Context: an optimization exercise on an open-source flow, tuned for small area. The choices shown serve that exercise and are no tape-out recipe.
Function was checked by simulation only, so behaviour that the tests miss may differ from the original.
Power figures rest on the tool's default switching activity, not on a simulated workload.

[design/flow/design.v]
package mips_pkg;
  typedef enum logic [5:0] {
    OP_RTYPE = 6'b000000,
    OP_J     = 6'b000010,
    OP_JAL   = 6'b000011,
    OP_ADDIU = 6'b001001,
    OP_SLTI  = 6'b001010,
    OP_SLTIU = 6'b001011,
    OP_ANDI  = 6'b001100,
    OP_ORI   = 6'b001101,
    OP_XORI  = 6'b001110,
    OP_LW    = 6'b100011,
    OP_SW    = 6'b101011
  } opcode_t;
  typedef enum logic [5:0] {
    FN_SLL  = 6'b000000,
    FN_SRL  = 6'b000010,
    FN_SRA  = 6'b000011,
    FN_SLLV = 6'b000100,
    FN_SRLV = 6'b000110,
    FN_SRAV = 6'b000111,
    FN_JR   = 6'b001000,
    FN_ADDU = 6'b100001,
    FN_SUBU = 6'b100011,
    FN_AND  = 6'b100100,
    FN_OR   = 6'b100101,
    FN_XOR  = 6'b100110,
    FN_NOR  = 6'b100111,
    FN_SLT  = 6'b101010,
    FN_SLTU = 6'b101011
  } fn_t;
endpackage
module alu
(
  input  logic [5:0]  fncode,
  input  logic [31:0] op_a,
  input  logic [31:0] reg_b,
  input  logic [31:0] imm,
  input  logic        b_sel,
  input  logic [4:0]  shamt,
  output logic [31:0] result
);
  logic        is_arith, is_and, is_or, is_xor, is_nor, is_slt, is_sltu;
  logic        is_shr, is_shl, sh_arith, sh_var, do_sub;
  logic        en_g, en_p, en_n;
  logic [31:0] op_b, p, g, sum, res;
  logic        c31, c32, lt_s, lt_u;
  logic [4:0]  sa;
  logic [31:0] sh_in_n, sh_out;
  logic        fill;
  always_comb begin
    is_arith = fncode == mips_pkg::FN_ADDU || fncode == mips_pkg::FN_SUBU;
    is_and  = fncode == mips_pkg::FN_AND;
    is_or   = fncode == mips_pkg::FN_OR;
    is_xor  = fncode == mips_pkg::FN_XOR;
    is_nor  = fncode == mips_pkg::FN_NOR;
    is_slt  = fncode == mips_pkg::FN_SLT;
    is_sltu = fncode == mips_pkg::FN_SLTU;
    is_shl  = fncode[5:3] == 3'b000 && fncode[1:0] == 2'b00;
    is_shr  = fncode[5:3] == 3'b000 && fncode[1] == 1'b1;
    sh_arith = fncode[0];
    sh_var   = fncode[2];
    do_sub   = fncode == mips_pkg::FN_SUBU || is_slt || is_sltu;
    en_g = is_and | is_or;
    en_p = is_xor | is_or;
    en_n = is_nor;
  end
  alu_pre u_pre (.a(op_a), .rb(reg_b), .imm(imm), .bsel(b_sel), .sub(do_sub),
                 .ob(op_b), .p(p), .g(g));
  alu_adder u_add (.p(p), .g(g), .cin(do_sub), .sum(sum), .c31(c31), .c32(c32));
  assign lt_u = ~c32;
  assign lt_s = sum[31] ^ c31 ^ c32;
  assign sa = sh_var ? op_a[4:0] : shamt;
  assign fill = sh_arith & op_b[31];
  alu_rev u_rev (.d(op_b), .rev(is_shl), .qn(sh_in_n));
  alu_shr u_shr (.dn(sh_in_n), .fill(fill), .sa(sa), .q(sh_out));
  alu_post u_post (.p(p), .g(g), .sum(sum), .sh(sh_out), .arith(is_arith), .en_g(en_g),
                   .en_p(en_p), .en_n(en_n), .shr(is_shr), .shl(is_shl), .r(res));
  assign result = {res[31:1], res[0] | (is_slt & lt_s) | (is_sltu & lt_u)};
endmodule
module alu_pre
(
  input  logic [31:0] a,
  input  logic [31:0] rb,
  input  logic [31:0] imm,
  input  logic        bsel,
  input  logic        sub,
  output logic [31:0] ob,
  output logic [31:0] p,
  output logic [31:0] g
);
  assign ob = (bsel ? imm : rb) ^ {32{sub}};
  assign p = a ^ ob;
  assign g = a & ob;
endmodule
module alu_post
(
  input  logic [31:0] p,
  input  logic [31:0] g,
  input  logic [31:0] sum,
  input  logic [31:0] sh,
  input  logic        arith,
  input  logic        en_g,
  input  logic        en_p,
  input  logic        en_n,
  input  logic        shr,
  input  logic        shl,
  output logic [31:0] r
);
  logic [31:0] n, sh_rev, y_as, y_lg;
  assign n = ~(p | g);
  for (genvar i = 0; i < 32; i++) begin : g_rev
    assign sh_rev[i] = sh[31 - i];
  end
  rf_aoi3 u_as (.s({shl, shr, arith}), .d0(sum), .d1(sh), .d2(sh_rev), .y(y_as));
  rf_aoi3 u_lg (.s({en_n, en_p, en_g}), .d0(g), .d1(p), .d2(n), .y(y_lg));
  assign r = ~(y_as & y_lg);
endmodule
module alu_rev
(
  input  logic [31:0] d,
  input  logic        rev,
  output logic [31:0] qn
);
  logic [31:0] dr;
  for (genvar i = 0; i < 32; i++) begin : g_bit
    assign dr[i] = d[31 - i];
  end
  alu_mux2n u_mux (.d0(d), .d1(dr), .s(rev), .qn(qn));
endmodule
module alu_shr
(
  input  logic [31:0] dn,
  input  logic        fill,
  input  logic [4:0]  sa,
  output logic [31:0] q
);
  logic [31:0] s1, s2, s3, s4;
  logic        f0, f1;
  assign f0 = ~fill;
  assign f1 = fill;
  alu_mux2n u_s0 (.d0(dn), .d1({f0, dn[31:1]}),         .s(sa[0]), .qn(s1));
  alu_mux2n u_s1 (.d0(s1), .d1({{2{f1}}, s1[31:2]}),    .s(sa[1]), .qn(s2));
  alu_mux2n u_s2 (.d0(s2), .d1({{4{f0}}, s2[31:4]}),    .s(sa[2]), .qn(s3));
  alu_mux2n u_s3 (.d0(s3), .d1({{8{f1}}, s3[31:8]}),    .s(sa[3]), .qn(s4));
  alu_mux2n u_s4 (.d0(s4), .d1({{16{f0}}, s4[31:16]}),  .s(sa[4]), .qn(q));
endmodule
module alu_mux2n
(
  input  logic [31:0] d0,
  input  logic [31:0] d1,
  input  logic        s,
  output logic [31:0] qn
);
  assign qn = ~(s ? d1 : d0);
endmodule
module alu_adder
(
  input  logic [31:0] p,
  input  logic [31:0] g,
  input  logic        cin,
  output logic [31:0] sum,
  output logic        c31,
  output logic        c32
);
  logic [31:0] gg [6];
  logic [31:0] pp [6];
  logic [31:0] gd [5];
  logic [31:0] pd [5];
  logic [32:0] c;
  always_comb begin
    gg[0] = g;
    pp[0] = p;
    gg[0][0] = g[0] | (p[0] & cin);
    for (int l = 0; l < 5; l++) begin
      gg[l+1] = gg[l];
      pp[l+1] = pp[l];
      for (int i = (2 << l) - 1; i < 32; i += (2 << l)) begin
        gg[l+1][i] = gg[l][i] | (pp[l][i] & gg[l][i - (1 << l)]);
        pp[l+1][i] = pp[l][i] & pp[l][i - (1 << l)];
      end
    end
  end
  always_comb begin
    gd[0] = gg[5];
    pd[0] = pp[5];
    for (int l = 0; l < 4; l++) begin
      gd[l+1] = gd[l];
      pd[l+1] = pd[l];
      for (int i = 3 * (8 >> l) - 1; i < 32; i += 2 * (8 >> l)) begin
        gd[l+1][i] = gd[l][i] | (pd[l][i] & gd[l][i - (8 >> l)]);
        pd[l+1][i] = pd[l][i] & pd[l][i - (8 >> l)];
      end
    end
  end
  assign c = {gd[4], cin};
  assign sum = p ^ c[31:0];
  assign c31 = c[31];
  assign c32 = c[32];
endmodule
module alu_ctrl
(
  input  logic [5:0] opcode,
  input  logic [5:0] rtype_fncode,
  output logic [5:0] fncode
);
  always_comb begin
    fncode = mips_pkg::FN_ADDU;
    case (opcode)
      mips_pkg::OP_RTYPE: fncode = rtype_fncode;
      mips_pkg::OP_ANDI:  fncode = mips_pkg::FN_AND;
      mips_pkg::OP_ORI:   fncode = mips_pkg::FN_OR;
      mips_pkg::OP_XORI:  fncode = mips_pkg::FN_XOR;
      mips_pkg::OP_SLTI:  fncode = mips_pkg::FN_SLT;
      mips_pkg::OP_SLTIU: fncode = mips_pkg::FN_SLTU;
      default:  fncode = mips_pkg::FN_ADDU;
    endcase
  end
endmodule
module reg_file (
  input  logic        clk,
  input  logic        reset,
  input  logic [4:0]  addr_a,
  input  logic [4:0]  addr_b,
  input  logic [4:0]  write_addr,
  input  logic        write,
  input  logic [31:0] data_in,
  output logic [31:0] a,
  output logic [31:0] b,
  output logic [31:0] register_v0
);
  logic        ph_q;
  logic [31:0] regs_q [1:31];
  logic [31:0] dp;
  logic [31:0] ma, mb;
  always_ff @(posedge clk) ph_q <= ~reset & ~ph_q;
  assign dp = data_in ^ {32{ph_q}};
  for (genvar i = 1; i < 32; i++) begin : g_reg
    logic we, en, enb;
    assign we  = write && write_addr == 5'(i);
    if (i == 2) begin : g_plain
      rf_row_plain u_row (.clk(clk), .h(~reset & ~we), .w(~reset & we), .d(data_in),
                          .q(regs_q[i]));
    end else begin : g_phase
      assign en  = reset | we;
      assign enb = reset | ~we;
      rf_row u_row (.clk(clk), .en(en), .enb(enb), .dp(dp), .q(regs_q[i]));
    end
  end
  logic [31:1] sel_a, sel_b;
  logic [32*31-1:0] flat;
  for (genvar i = 1; i < 32; i++) begin : g_flat
    assign sel_a[i] = addr_a == 5'(i);
    assign sel_b[i] = addr_b == 5'(i);
    assign flat[32*(i-1) +: 32] = regs_q[i];
  end
  rf_read_mux u_mux_a (.sel(sel_a), .d(flat), .m(ma));
  rf_read_mux u_mux_b (.sel(sel_b), .d(flat), .m(mb));
  assign a = ma ^ {32{ph_q & (addr_a != 5'd0) & (addr_a != 5'd2)}};
  assign b = mb ^ {32{ph_q & (addr_b != 5'd0) & (addr_b != 5'd2)}};
  assign register_v0 = regs_q[2];
endmodule
module rf_read_mux (
  input  logic [31:1]       sel,
  input  logic [32*31-1:0]  d,
  output logic [31:0]       m
);
  logic [32*11-1:0] y;
  for (genvar k = 0; k < 9; k++) begin : g_aoi3
    rf_aoi3 u_aoi (.s(sel[3*k+1 +: 3]), .d0(d[32*(3*k) +: 32]), .d1(d[32*(3*k+1) +: 32]),
                   .d2(d[32*(3*k+2) +: 32]), .y(y[32*k +: 32]));
  end
  for (genvar k = 0; k < 2; k++) begin : g_aoi2
    rf_aoi2 u_aoi (.s(sel[28+2*k +: 2]), .d0(d[32*(27+2*k) +: 32]), .d1(d[32*(28+2*k) +: 32]),
                   .y(y[32*(9+k) +: 32]));
  end
  always_comb begin
    m = 32'd0;
    for (int k = 0; k < 11; k++) m = m | ~y[32*k +: 32];
  end
endmodule
module rf_aoi3 (
  input  logic [2:0]  s,
  input  logic [31:0] d0,
  input  logic [31:0] d1,
  input  logic [31:0] d2,
  output logic [31:0] y
);
  assign y = ~((d0 & {32{s[0]}}) | (d1 & {32{s[1]}}) | (d2 & {32{s[2]}}));
endmodule
module rf_aoi2 (
  input  logic [1:0]  s,
  input  logic [31:0] d0,
  input  logic [31:0] d1,
  output logic [31:0] y
);
  assign y = ~((d0 & {32{s[0]}}) | (d1 & {32{s[1]}}));
endmodule
module rf_row (
  input  logic        clk,
  input  logic        en,
  input  logic        enb,
  input  logic [31:0] dp,
  output logic [31:0] q
);
  always_ff @(posedge clk) q <= ~(({32{en}} | q) & ({32{enb}} | dp));
endmodule
module rf_row_plain (
  input  logic        clk,
  input  logic        h,
  input  logic        w,
  input  logic [31:0] d,
  output logic [31:0] q
);
  always_ff @(posedge clk) q <= (q & {32{h}}) | (d & {32{w}});
endmodule
module mips_exec_datapath
(
  input  logic        clk,
  input  logic        reset,
  input  logic [4:0]  addr_a,
  input  logic [4:0]  addr_b,
  input  logic [4:0]  write_addr,
  input  logic        write,
  input  logic [31:0] data_in,
  input  logic [5:0]  opcode,
  input  logic [5:0]  rtype_fncode,
  input  logic [4:0]  shamt,
  input  logic        alu_b_sel,
  input  logic [31:0] imm,
  output logic [31:0] a,
  output logic [31:0] b,
  output logic [5:0]  fncode,
  output logic [31:0] alu_out,
  output logic [31:0] register_v0
);
  reg_file u_reg_file (
    .clk(clk), .reset(reset), .addr_a(addr_a), .addr_b(addr_b),
    .write_addr(write_addr), .write(write), .data_in(data_in),
    .a(a), .b(b), .register_v0(register_v0)
  );
  alu_ctrl u_alu_ctrl (.opcode(opcode), .rtype_fncode(rtype_fncode), .fncode(fncode));
  alu u_alu (.fncode(fncode), .op_a(a), .reg_b(b), .imm(imm), .b_sel(alu_b_sel), .shamt(shamt),
             .result(alu_out));
endmodule
[design/flow/flow/run.sh]
#!/bin/bash
# Own layout flow: the standard flow (standard synthesis unchanged), except that the
# port buffers that global placement inserts on every input and output use the smallest
# buffer cell instead of the default; repair may still resize them where timing needs it.
set -euo pipefail
bash standard.sh "BUFFER_PORTS_ARGS=-buffer_cell sky130_fd_sc_hd__buf_1" finish > standard_flow.log 2>&1
[design/flow/standard.sh]
#!/bin/bash
# synth_recipe.tcl (not shown) runs the flow's synth.tcl, then flattens the netlist and writes it again
# the make line also repeats each setting of config.mk as NAME=value (left out here)
make -C /OpenROAD-flow-scripts/flow DESIGN_CONFIG=/design/flow/config.mk WORK_HOME=/design/flow/orfs CLKGATE_MAP_FILE= SYNTH_SCRIPT=/design/flow/synth_recipe.tcl "${@:-finish}"
[design/flow/constraint.sdc]
create_clock -name core_clock -period 14.0 [get_ports {clk}]
set_input_delay 2.8000 -clock core_clock [delete_from_list [all_inputs] [get_ports {clk}]]
set_output_delay 2.8000 -clock core_clock [all_outputs]
set_load 0.01 [all_outputs]
[design/flow/config.mk]
export PLATFORM = sky130hd
export DESIGN_NAME = mips_exec_datapath
export DESIGN_NICKNAME = mips_exec_datapath
export VERILOG_FILES = /design/flow/design.v
export SDC_FILE = /design/flow/constraint.sdc
export NUM_CORES = 4
export LEC_CHECK = 0
export CAP_MARGIN = 20
export CORE_MARGIN = 2
export CORE_UTILIZATION = 65
export CTS_BUF_LIST = sky130_fd_sc_hd__clkbuf_16
export CTS_CLUSTER_DIAMETER = 100
export CTS_CLUSTER_SIZE = 30
export PLACE_DENSITY = 0.8
export SLEW_MARGIN = 20
export SYNTH_HIERARCHICAL = 1
==> results of run 1 <==
## cells in the final DEF (no fill, tap or decap), types with 63 or more instances in the layout
cell / synthesis / final
or3_1: 68 / 68
nand4_1: 131 / 131
mux2i_1: 224 / 224
xnor2_1: 111 / 111
a222oi_1: 640 / 640
a22oi_1: 128 / 128
dfxtp_1: 993 / 992
buf_4: 3 / 156
nand3_1: 100 / 100
buf_1: 2 / 232
o22ai_1: 961 / 961
nor2_2: 0 / 63
## modules after synthesis, one instance, submodules excluded, a selection
| module | cells | cell area (sq um) |
|---|---|---|
| reg_file | 306 | 2042 |
| rf_read_mux | 128 | 760.7 |
| alu_post | 64 | 240.2 |
| alu_ctrl | 18 | 123.9 |
| rf_aoi3 | 41 | 402.9 |
| alu | 24 | 190.2 |
| alu_mux2n | 36 | 376.6 |
## power groups by stage
stage          sequential (W)  clock, W  combinational, W
2_1_floorplan         0.00324         0           0.00108
3_5_place_dp          0.00328         0           0.00159
6_report              0.00324   0.00143           0.00170
4_1_cts               0.00322   0.00140           0.00160
3_3_place_gp          0.00327         0           0.00157
5_1_grt               0.00326   0.00150           0.00176
## critical path, cell delays in order
cell and delay (ns):
buf_1 0.29, or3b_2 0.57, nor2_2 0.80, buf_4 0.39, a222oi_1 0.19, nand4_1 0.18
or3_1 0.26, xnor2_1 0.20, mux2i_1 0.13, xnor2_1 0.27, ha_1 0.32, ha_1 0.20
or2_2 0.29, ha_1 0.19, o211ai_1 0.21, a21oi_1 0.12, o21ai_1 0.47, a211oi_2 0.14
nor2_1 0.28, a31oi_1 0.13, ha_1 0.18, or2_2 0.30, xor2_1 0.17, xor2_1 0.16
or3_1 0.31, a41o_1 0.23, buf_1 0.12
## sequential cells by signal, summed over array words and instances, names as in the netlist
signal,count
u_reg_file.g.g_phase.u_row.q,960
u_reg_file.g.g_plain.u_row.q,32
u_reg_file.ph_q,1
## area by class of cell
class / count / area (sq um) / share of cell area [%]
Tap cell: 931 / 1165 / 2.523
Clock inverter: 7 / 65.06 / 0.1409
Inverter: 5 / 18.77 / 0.04065
Clock buffer: 40 / 1001 / 2.168
Sequential cell: 993 / 19880 / 43.06
Timing Repair Buffer: 391 / 2102 / 4.553
Multi-Input combinational cell: 2800 / 21910 / 47.46
Antenna cell: 10 / 25.02 / 0.05420
## how the worst min path moves through the flow
stage                                                   from                                  endpoint
finish               u_reg_file.g_reg[15].g_phase.u_row.q[1]   u_reg_file.g_reg[15].g_phase.u_row.q[1]
global route         u_reg_file.g_reg[15].g_phase.u_row.q[7]   u_reg_file.g_reg[15].g_phase.u_row.q[7]
floorplan            u_reg_file.g_reg[11].g_phase.u_row.q[0]   u_reg_file.g_reg[11].g_phase.u_row.q[0]
CTS                  u_reg_file.g_reg[24].g_phase.u_row.q[0]   u_reg_file.g_reg[24].g_phase.u_row.q[0]
detailed placement    u_reg_file.g_reg[7].g_phase.u_row.q[1]    u_reg_file.g_reg[7].g_phase.u_row.q[1]
global placement    u_reg_file.g_reg[22].g_phase.u_row.q[22]  u_reg_file.g_reg[22].g_phase.u_row.q[22]
## metrics by stage
| step | instance area, sq um | instances |
|---|---|---|
| 6_report | 46170 | 5177 |
| 5_1_grt | 46160 | 5174 |
| 4_1_cts | 46090 | 5165 |
| 3_5_place_dp | 45030 | 5118 |
| 3_3_place_gp | 45030 | 5118 |
| 2_1_floorplan | 45210 | 4258 |
## metal layers
metal	up-vias	GRT usage [%]	routed length (microns)
li1	18120	-	-
met1	21330	62.12	62940
met2	4700	70.45	74080
met3	1129	20.20	33770
met4	22	35.74	17630
met5	-	1.959	262
## kinds of logic after synthesis
group / count (synthesis) / share of synthesized area [%]
buffers and inverters: 465 / 8.862
adders and majority gates: 49 / 1.356
xor gates and xnor gates: 145 / 2.809
and+or+nand+nor: 535 / 6.374
muxes: 229 / 5.084
AOI/OAI and AO/OA: 1842 / 31.54
DFF: 993 / 43.97
==> out/metrics.csv, run 1 <==
stage,metric,value,unit
run_status,status,timing/DRC/antenna clean,
global_routing,initial antenna violation count,25,
synth,most frequently used flop master after synthesis,dfxtp_1,
setup_path,FF-to-FF End,u_reg_file.g_reg[29].g_phase.u_row.q[16],
clock_network,clock slew at reported path FFs,0.11,ns
timing,Relative slew margins,14.16,%
global_routing,global-route wire length before repair,270800,microns
clock_network,clk buf depth,3,
synth,"Avg Cell Area, Syn",10.62,sq um
timing,Final Hold Fails,0,
routing,DRT antenna net count,0,
setup_path,Worst Setup SP,addr_b[4],
timing,maximum clock rate,78.50,MHz
power_and_ir_drop,combinational power share,26.7,%
synth,Yosys top cell area share,43.97,%
layout,layout cell share with drive strength beyond 1,8.357,%
power_and_ir_drop,Leakage,16.45,nW
synth,most common cell in the netlist,dfxtp_1,
synth,"EDFF count, synth",0,
hold_path,Hold Crit Depth,1,
setup_path,CP Capture Type,primary output,
setup_path,reg2reg start,u_reg_file.ph_q,
clock_network,clock sink count,993,
synth,Post-Synthesis Cells,4258,
layout,fillers,5467,
timing,Least-Margin Pin Slew,1.284,ns
clock_network,PostCTS Resize Cnt,0,
synth,Post-Syn Area,45210,sq um
routing,routed len/inst,36.44,microns
setup_path,kind of critical path,input pin to primary output,
global_routing,vias in the first global route,41030,
layout,Post-Route Utilization,67.20,%
clock_network,Clock Tree Root,clkbuf_16,
setup_path,Worst EP arrival,9.94,ns
timing,RSZ-0062 raised after global routing,false,
synth,#FFs+latches synth,993,
floorplan,starting density of the core,65.80,%
timing,post-route setup slack,1.261,ns
floorplan,row cnt,96,
hold_path,class of the worst hold path,flip-flop to flip-flop,
timing,fin crit share,90.99,%
power_and_ir_drop,sequential power share,50.8,%
synth,Synth async-reset ratio,0,%
timing,"Slew Viols, Final",0,
placed_design,detailed placement HPWL,118000,microns
clock_network,Clock Latency Late Sink,0.64,ns
routing,Detailed Route WL,188700,microns
global_routing,gr ovfl total,0,
timing,final setup TNS,0,ns
power_and_ir_drop,Switching Fraction,34.45,%
global_routing,pin count of the biggest net entering global routing,65,
clock_network,CTS buffer count,39,
clock_network,H-tree levels,2,
routing,first drt pass iteration count,17,
synth,Post-synth top cells,"dfxtp_1 (993), o22ai_1 (961), a222oi_1 (640), buf_6 (239), mux2i_1 (224)",
routing,number of DRC markers in iteration 0,14040,
timing,final setup fails,0,
global_routing,total track usage,50.13,%
clock_network,CTS tree,built,
synth,synth unique cells,65,
power_and_ir_drop,final total power,0.006366,W
clock_network,Post-CTS Setup Bufs,0,
synth,Mapped Nets,4407,
timing,Max Clock Skew,0.02984,ns
routing,detailed-route via count,45290,
setup_path,Critical Path RT,11.20,ns
floorplan,Core Area,68710,sq um
setup_path,CP endpoint,alu_out[0],
setup_path,crit path launch type,input pin,
clock_network,CTS Hold Bufs,0,
placed_design,Placer Congestion,1.018,
power_and_ir_drop,Internal Power,0.004173,W
setup_path,Crit Path Max Fanout,18,
timing,WHS,0.4778,ns
floorplan,io pins,234,
run,# Max-Cap Violations,0,
power_and_ir_drop,VDD IR-drop max,0.0001310,V
power_and_ir_drop,Net Sw Power,0.002193,W
floorplan,Die H,267.7,microns
placed_design,IO Port Bufs,233,
power_and_ir_drop,PwrDens,137.9,nW/um^2
layout,nets,4379,
power_and_ir_drop,clock group share of total power,22.5,%
layout,area delta synth->final,2.128,%
setup_path,Reg2Reg Depth,4,
placed_design,DP Worst Slack,1.574,ns
setup_path,reg2reg setup slack,11.53,ns
routing,vias per inst,8.749,
routing,DRC errors left,0,
floorplan,Die W,267.7,microns
synth,YS warnings,18,
synth,"Seq/Total Area, Yosys",43.97,%
synth,Synth area leader,dfxtp_1,
timing,minimum clock period after layout,12.74,ns
synth,synth top area cells,"dfxtp_1 (44%), a222oi_1 (14%), o22ai_1 (13%), buf_6 (6.0%), mux2i_1 (5.0%)",
floorplan,die area,71680,sq um
==> run 2, diff against run 1 <==
==> design/flow/flow/run.sh (replaced) <==
#!/bin/bash
# Own layout flow: the standard flow (standard synthesis unchanged), except that
#  - the port buffers that global placement inserts on every input and output use the
#    smallest buffer cell instead of the default (repair may still resize them), and
#  - after global routing, gates on paths with positive slack are downsized
#    (ORFS's power recovery step, which is off by default).
set -euo pipefail
bash standard.sh "BUFFER_PORTS_ARGS=-buffer_cell sky130_fd_sc_hd__buf_1" RECOVER_POWER=100 finish \
  > standard_flow.log 2>&1
--- a/design/flow/config.mk
+++ b/design/flow/config.mk
@@ -8,9 +8,9 @@
 export CAP_MARGIN = 20
 export CORE_MARGIN = 2
-export CORE_UTILIZATION = 65
+export CORE_UTILIZATION = 70
 export CTS_BUF_LIST = sky130_fd_sc_hd__clkbuf_16
 export CTS_CLUSTER_DIAMETER = 100
 export CTS_CLUSTER_SIZE = 30
-export PLACE_DENSITY = 0.8
+export PLACE_DENSITY = 0.85
 export SLEW_MARGIN = 20
 export SYNTH_HIERARCHICAL = 1
==> run 2 against run 1 <==
Net effect:
- the layout now fails its checks (max-capacitance violations, max-slew violations)
- clock-buffer cell count is the same
- largest cell class unchanged
- worst setup slack lost 0.79 ns
- register-to-register slack lost 0.56 ns
- non-clock buffer count grew 8
- synthesized cell count is the same
- routed wire length grew 1.4%
==> out/metrics.csv, run 2 <==
stage,metric,value,unit,change
run_status,status,"complete, but fails checks",,was timing/DRC/antenna clean
run_status,Layout Check Fails,"max-capacitance violations, max-slew violations",,
floorplan,starting density of the core,70.51,%,was 65.80%
synth,synth unique cells,65,,unchanged
clock_network,clock slew at reported path FFs,0.11,ns,about the same
synth,synth top area cells,"dfxtp_1 (44%), a222oi_1 (14%), o22ai_1 (13%), buf_6 (6.0%), mux2i_1 (5.0%)",,unchanged
power_and_ir_drop,Net Sw Power,0.002236,W,was 0.002193 W
clock_network,clock sink count,993,,unchanged
power_and_ir_drop,PwrDens,139.6,nW/um^2,was 137.9 nW/um^2
clock_network,Post-CTS Setup Bufs,0,,unchanged
clock_network,CTS buffer count,40,,was 39
hold_path,HP Start,u_reg_file.g_reg[14].g_phase.u_row.q[4],,was u_reg_file.g_reg[15].g_phase.u_row.q[1]
power_and_ir_drop,sequential power share,50.5,%,was 50.8%
layout,Reg with most FFs,u_reg_file.g.g_phase.u_row.q,,unchanged
floorplan,Core Area,64120,sq um,was 68710 sq um
synth,most frequently used flop master after synthesis,dfxtp_1,,unchanged
timing,Max Clock Skew,0.05063,ns,was 0.02984 ns
synth,"Avg Cell Area, Syn",10.62,sq um,unchanged
layout,Storage cell area,19880,sq um,unchanged
power_and_ir_drop,VDD IR-drop max,0.0001434,V,was 0.0001310 V
timing,"Slew Viols, Final",1007,,was 0
synth,Post-Synthesis Cells,4258,,unchanged
synth,xor and xnor area share after synthesis,2.809,%,unchanged
synth,YS warnings,18,,unchanged
global_routing,vias in the first global route,41290,,was 41030
synth,mux share of post-synthesis cell area,5.084,%,unchanged
clock_network,Clock Tree Root,clkbuf_16,,unchanged
placed_design,IO Port Bufs,233,,unchanged
power_and_ir_drop,final total power,0.006419,W,was 0.006366 W
synth,largest family of logic cells by synthesized area,compound AO/OA/AOI/OAI gates,,unchanged
layout,nets,4388,,was 4379
hold_path,Hold Path Sink,u_reg_file.g_reg[14].g_phase.u_row.q[4],,was u_reg_file.g_reg[15].g_phase.u_row.q[1]
setup_path,CP max-delay cell,clkbuf_1,,was nor2_2
routing,DRC errors left,0,,unchanged
run,# Max-Cap Violations,31,,was 0
setup_path,Worst Path Buf+Inv,3,,unchanged
synth,Adder-Cell Fraction of Synth Area,1.356,%,unchanged
synth,Synth async-reset ratio,0,%,unchanged
power_and_ir_drop,Internal Power,0.004182,W,was 0.004173 W
global_routing,global-route wire length before repair,273600,microns,was 270800 microns
timing,Least-Margin Pin Slew,2.460,ns,was 1.284 ns
floorplan,io pins,234,,unchanged
timing,maximum clock rate,73.93,MHz,was 78.50 MHz
setup_path,Worst path top cell family by delay,simple AND/OR/NAND/NOR gates,,unchanged
setup_path,CP Capture Type,primary output,,unchanged
layout,Largest regs,"u_reg_file.g.g_phase.u_row.q: 960 flops, u_reg_file.g.g_plain.u_row.q: 32 flops, u_reg_file.ph_q: 1 flops",,unchanged
clock_network,PostCTS Resize Cnt,0,,unchanged
setup_path,Critical Path Stages,24,,was 27
routing,routed len/inst,37.39,microns,was 36.44 microns
clock_network,Clock Latency Late Sink,0.66,ns,was 0.64 ns
synth,Synth area leader,dfxtp_1,,unchanged
setup_path,reg2reg start,u_reg_file.ph_q,,unchanged
synth,"Seq/Total Area, Yosys",43.97,%,unchanged
synth,#FFs+latches synth,993,,unchanged
timing,WHS,0.4779,ns,was 0.4778 ns
floorplan,die area,66630,sq um,was 71680 sq um
synth,Mapped Nets,4407,,unchanged
hold_path,Hold Crit Depth,1,,unchanged
setup_path,Critical Path RT,11.20,ns,about the same
setup_path,Reg2Reg Depth,4,,unchanged
layout,most frequent cells in the layout,"dfxtp_1 (992), o22ai_1 (961), a222oi_1 (640)",,unchanged
layout,area delta synth->final,1.713,%,was 2.128%
routing,vias per inst,8.942,,was 8.749
clock_network,CTS tree,built,,unchanged
placed_design,detailed placement HPWL,120900,microns,was 118000 microns
routing,number of DRC markers in iteration 0,14830,,was 14040
setup_path,Slowest Stage Delay on Critical Path,1.58,ns,was 0.80 ns
power_and_ir_drop,combinational power share,26.8,%,was 26.7%
global_routing,gr ovfl total,0,,unchanged
clock_network,clk buf depth,3,,unchanged
layout,layout cell share with drive strength beyond 1,7.747,%,was 8.357%
clock_network,CTS Hold Bufs,0,,unchanged
routing,first drt pass iteration count,31,,was 17
timing,final setup TNS,0,ns,unchanged
synth,Synth Area in Simple Gates,6.374,%,unchanged
setup_path,FF-to-FF End,u_reg_file.g_reg[25].g_phase.u_row.q[20],,was u_reg_file.g_reg[29].g_phase.u_row.q[16]
clock_network,H-tree levels,2,,unchanged
setup_path,crit-path cells,buf_1 > or3b_2 > nor2_2 > clkbuf_1 > a222oi_1 > nand4_1 > or3_1 > xnor2_1 > mux2i_1 > xnor2_1 > ha_1 > a21oi_1 > o21ai_0 > a32oi_1 > o22ai_1 > nor2_1 > a31oi_1 > ha_1 > or2_2 > xor2_1 > xor2_1 > or3_1 > a41o_1 > buf_1,,
routing,Detailed Route WL,191300,microns,was 188700 microns
layout,fillers,4803,,was 5467
global_routing,pin count of the biggest net entering global routing,65,,unchanged
global_routing,initial antenna violation count,30,,was 25
setup_path,reg2reg setup slack,10.97,ns,was 11.53 ns
floorplan,Die W,258.1,microns,was 267.7 microns
synth,Post-synth top cells,"dfxtp_1 (993), o22ai_1 (961), a222oi_1 (640), buf_6 (239), mux2i_1 (224)",,unchanged
setup_path,Worst EP arrival,10.73,ns,was 9.94 ns
floorplan,row cnt,93,,was 96
power_and_ir_drop,Leakage,16.38,nW,was 16.45 nW
timing,Relative slew margins,-63.99,%,was 14.16%
synth,Post-Syn Area,45210,sq um,unchanged
synth,Yosys top cell area share,43.97,%,unchanged
timing,fin crit share,96.61,%,was 90.99%
synth,most common cell in the netlist,dfxtp_1,,unchanged
timing,final setup fails,0,,unchanged
routing,DRT antenna net count,0,,unchanged
global_routing,total track usage,54.19,%,was 50.13%
floorplan,Die H,258.1,microns,was 267.7 microns
setup_path,Crit Path Max Fanout,32,,was 18
timing,post-route setup slack,0.4745,ns,was 1.261 ns
placed_design,DP Worst Slack,1.598,ns,was 1.574 ns
placed_design,Placer Congestion,1.053,,was 1.018
timing,Final Hold Fails,0,,unchanged
layout,"most common cell after layout, fill and taps aside",dfxtp_1,,unchanged
synth,Compound-Gate Fraction of Synth Area,31.54,%,unchanged
power_and_ir_drop,Switching Fraction,34.84,%,was 34.45%
timing,minimum clock period after layout,13.53,ns,was 12.74 ns
routing,detailed-route via count,45750,,was 45290
setup_path,kind of critical path,input pin to primary output,,unchanged
power_and_ir_drop,clock group share of total power,22.7,%,was 22.5%
synth,"EDFF count, synth",0,,unchanged
layout,Largest register FFs,960,,unchanged
setup_path,crit path launch type,input pin,,unchanged
hold_path,class of the worst hold path,flip-flop to flip-flop,,unchanged
timing,RSZ-0062 raised after global routing,false,,unchanged
layout,footprint of the multi-input gates,21860,sq um,was 21910 sq um
-- run 2: worst max path at each step --
stage,slack [ns],from,to
floorplan,3.12,addr_b[4],alu_out[0]
global placement,1.69,addr_b[4],alu_out[0]
detailed placement,1.60,addr_b[4],alu_out[0]
CTS,1.58,addr_b[4],alu_out[0]
global route,0.63,addr_b[4],alu_out[0]
finish,0.47,addr_b[4],alu_out[0]
-- run 2: routing by layer --
layer	vias up	routed length, microns	global-route usage, %
li1	18130	-	-
met1	21260	61940	65.99
met2	4985	74730	76.55
met3	1338	34820	23.23
met4	34	19540	38.52
met5	-	243	2.066
-- run 2: cells by family after synthesis --
| logic type | after synthesis |
|---|---|
| mux | 229 |
| xor+xnor | 145 |
| buf+inv | 465 |
| fa+ha+maj | 49 |
| flops | 993 |
| simple gates | 535 |
| compound gates | 1842 |
-- run 2: final cells by class --
class | count | share of cell area [%]
diodes | 14 | 0.07619
clock buffers | 40 | 2.177
clock inverters | 10 | 0.2721
inverters | 5 | 0.04081
multi-input cells | 2800 | 47.54
flip-flops and latches | 993 | 43.24
well taps | 855 | 2.326
repair buffers | 399 | 4.329
-- run 2: power groups by stage --
stage	clock network [W]	registers, W	logic [W]
final	0.00146	0.00324	0.00172
after global routing	0.00152	0.00326	0.00177
after CTS	0.00143	0.00322	0.00162
after detailed placement	0	0.00329	0.00162
after global placement	0	0.00328	0.00159
after floorplan	0	0.00324	0.00108
-- run 2: per-module statistics from Yosys, one instance, submodules excluded, excerpt --
module	flip-flops and latches	cells	times used
rf_aoi2	0	38	4
reg_file	1	306	1
alu_mux2n	0	36	6
alu_adder	0	127	1
rf_row_plain	32	70	1
alu_post	0	64	1
rf_read_mux	0	128	2
rf_aoi3	0	41	20
alu_ctrl	0	18	1
alu_pre	0	104	1
alu	0	24	1
alu_shr	0	1	1
rf_row	32	70	30
-- run 2: metrics by stage --
step	cells	util (%)	instance area, sq um
final	5116	71.72	45980
after global routing	5109	71.69	45970
after CTS	5102	71.90	46100
after detailed placement	5052	70.14	44970
after global placement	5052	70.14	44970
after floorplan	4258	-	45210

-- port drivers added, routing unchanged --
Ports are ideal in the flow. The routed layouts listed here were re-timed in OpenROAD. Step 1 (the two cells are an assumption about what drives the block):
set clk [get_ports {clk}]
set_driving_cell -lib_cell sky130_fd_sc_hd__clkbuf_16 $clk
set_driving_cell -lib_cell sky130_fd_sc_hd__buf_2 [delete_from_list [all_inputs] $clk]
Step 2 adds t to the input delays and takes it off the output delays; t is the mean of the earliest and latest rising clock arrival at the registers after step 1. Input paths then give back, and output paths get back, about the clock's delay inside the block. Three values: ideal ports, drivers, drivers and shift; two values: the first two.
| run | t, ns | setup WS [ns] | cell pins on the clock port's net |
|---|---|---|---|
| run 1 | 0.703 | 1.261 / 1.157 / 1.157 | 1 |
| run 2 | 0.709 | 0.475 / 0.401 / 0.401 | 1 |
For run 1, which loses most, drivers alone change the setup slack by -0.104 ns; drivers and shift together by -0.104 ns.
